Source: an optimization exercise on an open RTL-to-GDS flow (aim: small area, a short achievable clock period and few clock cycles per item). Production flows keep margins and buffers that such runs may drop.
No run shown here included a check of the RTL's function; only the layout flow was run.

## flow/design.v (module list and top-level ports; edited modules follow where they fit)
// module idct_coef_ring: 41 lines
// module idct_sequencer: 100 lines
// module idct_rowdot: 1620 lines
// module idct_coldot: 1877 lines
// module idct_top: 100 lines
module idct_top (
	input logic Clock,
	input logic Resetn,
	input logic start,
	input logic coef_we,
	input logic [5:0] coef_addr,
	input logic [15:0] coef_data_in,
	output logic pixel_valid,
	output logic [5:0] pixel_index,
	output logic [7:0] pixel_value,
	output logic busy,
	output logic done
);
  // ...
==> flow/flow/run.sh <==
#!/bin/bash
# Standard synthesis; then the inverters that synthesis leaves between full
# adders are removed (flow/fixinv.py flips adders, a full adder being
# self-dual); then the standard layout, with timing repair aimed at
# flow/margin.txt ns of setup slack.
set -euo pipefail
MARGIN=$(cat flow/margin.txt)
R=orfs/results/${FLOW_PLATFORM}/idct_top/base
bash standard.sh synth > synth.log 2>&1
python3 flow/fixinv.py $R/1_2_yosys.v $R/1_2_yosys_fixinv.v > fixinv.log 2>&1
cp $R/1_2_yosys.v $R/1_2_yosys_orig.v
cp $R/1_2_yosys_fixinv.v $R/1_2_yosys.v
rm -f $R/1_synth.odb $R/1_synth.sdc
bash standard.sh SETUP_SLACK_MARGIN=$MARGIN MATCH_CELL_FOOTPRINT=0 finish > layout.log 2>&1
==> flow/flow/fixinv.py <==
#!/usr/bin/env python3
"""Remove inverters around full adders in a flat Yosys netlist.

A full adder is self-dual: FA(~a, ~b, ~c) = (~sum, ~cout). Each fa cell may
therefore be "flipped" (fed the complements of its inputs, producing the
complements of its outputs) without changing the circuit's function. This
chooses flips that minimise the number of inverters needed, then rewires the
netlist: every signal keeps its driver, loads that need its complement share
one inverter. Usage: fixinv.py IN.v OUT.v
"""
import re
import sys
from collections import defaultdict

INV = re.compile(r"sky130_fd_sc_hd__(inv|clkinv)_\d+$")
FA = re.compile(r"sky130_fd_sc_hd__fa_\d+$")
OUTPINS = {"X", "Y", "Q", "Q_N", "SUM", "COUT", "HI", "LO"}

src = open(sys.argv[1]).read()
m = re.search(r"\bmodule\s+(\w+)\s*\((.*?)\);(.*)\bendmodule", src, re.S)
head_name, port_list, body = m.group(1), m.group(2), m.group(3)

# split body into statements
stmts = [s.strip() for s in body.split(";")]
decls = []
insts = []  # (type, name, {pin: net})
assigns = []
inst_re = re.compile(r"^(\S+)\s+(\S+)\s*\((.*)\)$", re.S)
pin_re = re.compile(r"\.(\w+)\s*\(\s*([^()]*?)\s*\)")
for s in stmts:
    if not s:
        continue
    if re.match(r"^(input|output|inout|wire|reg)\b", s):
        decls.append(s)
    elif s.startswith("assign"):
        assigns.append(s)
    else:
        mm = inst_re.match(s)
        if not mm:
            raise SystemExit(f"cannot parse: {s[:200]}")
        pins = dict(pin_re.findall(mm.group(3)))
        insts.append([mm.group(1), mm.group(2), pins])

ports = set()
for d in decls:
    if re.match(r"^(input|output|inout)\b", d):
        for n in re.findall(r"([A-Za-z_\\][\w$\\.\[\]]*)\s*$", d):
            ports.add(n)
        # vectors: port name is the last token
port_names = set()
for d in decls:
    mm = re.match(r"^(input|output|inout)\s+(\[[^\]]*\]\s*)?(\S+)$", d)
    if mm:
        port_names.add(mm.group(3))


def is_port_net(n):
    base = re.sub(r"\s*\[\d+\]$", "", n)
    return base in port_names


# nets named in assigns are treated as fixed (not rewired)
assign_nets = set()
for a in assigns:
    for n in re.findall(r"([A-Za-z_\\][\w$\\.]*(?:\s*\[\d+\])?)", a[6:]):
        assign_nets.add(n.strip())

driver = {}
loads = defaultdict(list)  # net -> [(inst index, pin)]
for i, (t, name, pins) in enumerate(insts):
    for p, n in pins.items():
        if not n:
            continue
        if p in OUTPINS:
            driver[n] = (i, p)
        else:
            loads[n].append((i, p))

is_inv = [bool(INV.match(t)) for t, _, _ in insts]
is_fa = [bool(FA.match(t)) for t, _, _ in insts]

# canonical root and polarity of each net
root = {}


def find(n):
    if n in root:
        return root[n]
    d = driver.get(n)
    if d is not None and is_inv[d[0]]:
        a = insts[d[0]][2]["A"]
        r, pol = find(a)
        root[n] = (r, pol ^ 1)
    else:
        root[n] = (n, 0)
    return root[n]


allnets = set(driver) | set(loads)
for n in allnets:
    find(n)

classes = defaultdict(list)  # root -> nets
for n, (r, pol) in root.items():
    classes[r].append(n)

# a class is fixed if any of its nets is a port, in an assign, or a constant
fixed_class = set()
for r, nets in classes.items():
    for n in nets:
        if is_port_net(n) or n in assign_nets or n.startswith("1'b") or "'" in n:
            fixed_class.add(r)
            break
    if r not in driver:
        fixed_class.add(r)

# flippable FAs: all pins on non-fixed classes
flippable = []
for i in range(len(insts)):
    if not is_fa[i]:
        continue
    pins = insts[i][2]
    ok = all(p in pins and pins[p] and root[pins[p]][0] not in fixed_class
             for p in ("A", "B", "CIN", "SUM", "COUT"))
    if ok:
        flippable.append(i)
flip = defaultdict(int)
fl_set = set(flippable)

# demands per class: list of (inst, pin, polarity wrt root value)
demands = defaultdict(list)
for n, ls in loads.items():
    r, pol = root[n]
    for (i, p) in ls:
        if is_inv[i]:
            continue
        demands[r].append((i, p, pol))
src_fa = {}
for r in classes:
    d = driver.get(r)
    if d is not None and is_fa[d[0]]:
        src_fa[r] = d[0]


def cost(r):
    if r in fixed_class:
        return 0
    s = flip[src_fa[r]] if r in src_fa else 0
    for (i, p, pol) in demands[r]:
        q = pol ^ (flip[i] if (is_fa[i] and i in fl_set) else 0)
        if q ^ s:
            return 1
    return 0


touch = defaultdict(set)  # FA -> classes affected
for i in flippable:
    for p in ("A", "B", "CIN", "SUM", "COUT"):
        touch[i].add(root[insts[i][2][p]][0])

before = sum(cost(r) for r in classes)
improved = True
passes = 0
while improved and passes < 50:
    improved = False
    passes += 1
    for i in flippable:
        cs = touch[i]
        c0 = sum(cost(r) for r in cs)
        flip[i] ^= 1
        c1 = sum(cost(r) for r in cs)
        if c1 < c0:
            improved = True
        else:
            flip[i] ^= 1
after = sum(cost(r) for r in classes)
sys.stderr.write(f"fixinv: {len(flippable)} flippable adders, inverters {before} -> {after} "
                 f"({sum(is_inv)} inverter cells before), {passes} passes\n")

# rebuild: drop inverters of non-fixed classes, rewire loads
keep = [True] * len(insts)
new_insts = []
for r, nets in classes.items():
    if r in fixed_class:
        continue
    for n in nets:
        d = driver.get(n)
        if d is not None and is_inv[d[0]]:
            keep[d[0]] = False
    s = flip[src_fa[r]] if r in src_fa else 0
    need_inv = False
    inv_net = None
    for (i, p, pol) in demands[r]:
        q = pol ^ (flip[i] if (is_fa[i] and i in fl_set) else 0)
        if q ^ s:
            need_inv = True
    if need_inv:
        # reuse a net name that was an inverted copy, else make one
        cands = [n for n in nets if root[n][1] == 1]
        inv_net = cands[0] if cands else None
        if inv_net is None:
            inv_net = f"_fixinv_{len(new_insts)}_"
            decls.append(f"wire {inv_net}")
        new_insts.append(["sky130_fd_sc_hd__inv_1", f"_fixinv_i{len(new_insts)}_",
                          {"A": r, "Y": inv_net}])
    for (i, p, pol) in demands[r]:
        q = pol ^ (flip[i] if (is_fa[i] and i in fl_set) else 0)
        insts[i][2][p] = inv_net if (q ^ s) else r

def fmt(n):
    return n + " " if n.startswith("\\") else n


out = [f"module {head_name}({port_list});"]
for d in decls:
    out.append(f"  {d} ;")
for a in assigns:
    out.append(f"  {a} ;")
for k, (t, name, pins) in enumerate(insts):
    if not keep[k]:
        continue
    ps = ", ".join(f".{p}({fmt(n)})" for p, n in pins.items())
    out.append(f"  {t} {name} ({ps});")
for t, name, pins in new_insts:
    ps = ", ".join(f".{p}({fmt(n)})" for p, n in pins.items())
    out.append(f"  {t} {name} ({ps});")
out.append("endmodule")
open(sys.argv[2], "w").write("\n".join(out) + "\n")
==> flow/flow/margin.txt <==
7.5
==> flow/standard.sh <==
#!/bin/bash
# synth_recipe.tcl (not shown) runs the flow's synth.tcl, then flattens the netlist and writes it again
# the make line also repeats each setting of config.mk as NAME=value (left out here)
make -C /OpenROAD-flow-scripts/flow DESIGN_CONFIG=/design/flow/config.mk WORK_HOME=/design/flow/orfs CLKGATE_MAP_FILE= SYNTH_SCRIPT=/design/flow/synth_recipe.tcl "${@:-finish}"
==> flow/config.mk <==
export PLATFORM = sky130hd
export DESIGN_NAME = idct_top
export DESIGN_NICKNAME = idct_top
export VERILOG_FILES = /design/flow/design.v
export SDC_FILE = /design/flow/constraint.sdc
export NUM_CORES = 4
export LEC_CHECK = 0
export CAP_MARGIN = 20
export CORE_MARGIN = 2
export CORE_UTILIZATION = 40
export CTS_CLUSTER_DIAMETER = 150
export CTS_CLUSTER_SIZE = 20
export SLEW_MARGIN = 20
==> flow/constraint.sdc <==
create_clock -name core_clock -period 11.0 [get_ports {Clock}]
set_input_delay 2.2000 -clock core_clock [delete_from_list [all_inputs] [get_ports {Clock}]]
set_output_delay 2.2000 -clock core_clock [all_outputs]
set_load 0.01 [all_outputs]
==> run notes, run 1 <==
cell depth of the worst min-delay path 0; Post-Synthesis Cells roughly 6400; Util after Layout 43.8%; Largest regs i_ring.ring (1024), i_col.ct_r5 (181), i_row.rt_r5 (156); number of non-clock inverters in the layout between 300 and 400; sequential cell area around 36000 um2; met1 Track Usage GR 27.7%; final WL 201 mm; Filler cells 17600; Clock Latency Late Sink ~800 ps; total gr overflow 0; Hold Crit Start sr[2][10]; max reg flops 1024; Max Used Layer met4; setup slack, reg-to-reg ~7000 ps; Biggest Area Class multi-input gates; Die Footprint 198000 um2; metal3 WL approximately 11 mm; Critical Path Source i_col.ct_r5[14]; CP max stage delay ~570 ps; fin crit share roughly 36%; Total GRT Usage 20.5%; Non-Clock Buffer Count 143; DRT Pass-1 Iters 5; num sequential 1792; slew margin rel. between 20% and 30%; Post-CTS Resized 147; Worst setup EP type flop; largest net degree at the start of global routing 87; mapped cell area about 80000 um2; n_taps roughly 2500; Setup violations, final 0; fin cells 8845; DP Area 80900 um2; Req. time, crit path 11650 ps; clk tree area frac 3.15%; run status finished clean; Syn Area/Cell 12.2 um2; Seq/total area 42.8%
==> inputs of run 2 (changes only) <==
==> flow/flow/margin.txt (replaced) <==
7.2
==> run notes, run 2 <==
run status finished clean; post-DR vias/cell about 5.1; most frequent cells in the layout dfxtp_1, fa_1, a21oi_1; wire length of the first global-routing pass 308 mm; vias after detailed routing 44800; slew margin rel. 26.5% (+4.4 points); Die Y 445 um; fin worst setup slack just under 7000 ps; Initial DRC Count 3623; syn_nets 7671; commonest non-fill, non-tap cell in the layout dfxtp_1; share of cells above drive strength 1 5.94%; I/O pin count 43; detailed placer's ending HPWL 149 mm; H-tree levels 3; kind of critical path reg2reg; max-slew violations 0; final net count approximately 7600; final instance area 84300 um2; fmax 0.247 GHz; CP max stage delay 560 ps (about the same); Final min period 4050 ps; WL per Instance ~23 um; crit-path cells fa_1 -> fa_1 -> fa_1 -> ha_4 -> o21ai_2 -> a221oi_2 -> buf_4 -> a211oi_4 -> or4_4 -> a31o_4 -> a21oi_4 -> o21a_1 -> nor2_1 -> xnor2_1; Area growth, synth to finish 8.49%; final hold violation count 0; Largest regs i_ring.ring (1024), i_col.ct_r5 (181), i_row.rt_r5 (156); post-route ant nets 0; Sink Count 1792; Slew @ Worst Pin 1100 ps; Die Footprint 198000 um2 (unchanged); CP Launch Type flop; most used cell, CP fa_1; Worst setup EP type flop; mapped cell area 77700 um2 (unchanged); critical path's top delay family adder cells; crit-path max FO 4; GPL Wtd Cong between 0.9 and 1; Core Region 193000 um2; Post-Synthesis Cells 6389 (unchanged); cell row count 161; CTS tree done; Remaining DRCs 0; largest net degree at the start of global routing 90 (+3.4%); DRT Pass-1 Iters 7 (+2); DP Area 80900 um2 (unchanged); Total GRT Usage 21.1% (+0.51 points); Syn Area/Cell 12.2 um2 (unchanged); Initial Util 40.3%; max-cap violations 0; max reg flops 1024 (unchanged); RSZ-0062 raised after global routing yes; initial antenna violation count 6; final WL 206 mm (+2.4%); CP bufs+invs 1; clk root buf clkbuf_16; Setup violations, final 0 (unchanged); arrival time worst endpoint ~4700 ps; pre-CTS WS 5810 ps; Horiz. Die Dim 445 um; vias in the first global route about 46000; fin crit share 36.8% (+0.72 points); clock skew 44.6 ps; Clock Latency Late Sink 790 ps (about the same); Top reg by flops i_ring.ring; Crit-path slowest cell fa_1; Hold WC Path Type reg2reg; clk slew on worst S/H paths 90 ps; Util after Layout 43.7% (-0.048 points); Buffers on Ports 42; CTS buffer count between 90 and 100; Req. time, crit path 11630 ps (-20 ps); Ys Warns 6; total gr overflow 0 (unchanged); TNS Setup 0 ps; clock tree buffer depth 3
## run 2: metrics by stage
| step | hold slack, ps | cells |
|---|---|---|
| 2_1_floorplan | 331 | 6389 |
| 3_3_place_gp | 334 | 8711 |
| 3_5_place_dp | 336 | 8714 |
| 4_1_cts | 340 | 8849 |
| 5_1_grt | 350 | 8860 |
| 6_report | 345 | 8861 |
## run 2: metal layers
| layer | GRT usage, % | up-vias | wire length (um) | part of all wire [%] |
|---|---|---|---|---|
| met5 | 0 | - | 0 | 0 |
| met4 | 6.14 | 0 | 6540 | 3.2 |
| met3 | 3.49 | 329 | 11700 | 5.7 |
| met2 | 33.7 | 1210 | 94400 | 46 |
| met1 | 29.4 | 22900 | 93300 | 45 |
| li1 | - | 20300 | - | - |
## run 2: path summary, 6_finish.rpt
kind,from,end,slack [ps],depth (start not counted)
worst max-delay path,i_col.ct_r5[12],i_col.phi[8],6950,14
worst min-delay path,sr[3][2],sr[2][2],340,0
worst max register to register,i_col.ct_r5[12],i_col.phi[8],6950,14
worst min register to register,sr[3][2],sr[2][2],340,0
max in group asynchronous,Resetn,i_sequencer.tau[2],8980,1
min in group asynchronous,Resetn,i_sequencer.tau2[5],1490,1
## run 2: timing repair
action	in CTS	in global routing
cloned	1	0
hold buffers	0	0
pin swaps	38	25
resized for setup	81	31
endpoints found under the setup margin	61	30
buffers inserted	20	6
## run 2: cell type report
class / count / area, um2
Tap cell: 2526 / 3160
Inverter: 335 / 1260
Clock buffer: 107 / 2530
Fill cell: 17600 / 108000
Timing Repair Buffer: 157 / 1420
Multi-Input combinational cell: 3935 / 39800
Antenna cell: 2 / 5.00
Sequential cell: 1792 / 36000
Clock inverter: 7 / 119
## run 2: worst reg2reg max path, cell delays in order (launching register included)
cell	delay, ps
dfxtp_2	330
fa_1	560
fa_1	440
fa_1	490
ha_4	290
o21ai_2	60
a221oi_2	260
buf_4	180
a211oi_4	90
or4_4	460
a31o_4	260
a21oi_4	210
o21a_1	130
nor2_1	40
xnor2_1	130

## what the ideal ports hide
How much do the figures lean on ideal ports? The routed layouts below were timed once more, with nothing changed but the port constraints. Step 1 (the two cells are an assumption about what drives the block):
set clk [get_ports {Clock}]
set_driving_cell -lib_cell sky130_fd_sc_hd__clkbuf_16 $clk
set_driving_cell -lib_cell sky130_fd_sc_hd__buf_2 [delete_from_list [all_inputs] $clk]
Step 2 adds t to the input delays and takes it off the output delays; t is the mean of the earliest and latest rising clock arrival at the registers after step 1. Input paths then give back, and output paths get back, about the clock's delay inside the block. Three values: ideal ports, drivers, drivers and shift; two values: the first two.
| run | t (ns) | setup WS [ns] | hold slack, ns | latest minus earliest clock arrival (ns) | cell pins on the clock port's net |
|---|---|---|---|---|---|
| run 1 | 0.856 | 7.028 / 7.028 / 6.600 | 0.331 / 0.331 / 0.331 | 0.053 / 0.052 | 1 |
| run 2 | 0.845 | 6.949 / 6.949 / 6.514 | 0.345 / 0.345 / 0.345 | 0.046 / 0.045 | 1 |
After both steps setup and hold are still met in every run listed. For run 2, which loses most, drivers alone change the setup slack by 0.000 ns; drivers and shift together by -0.435 ns.
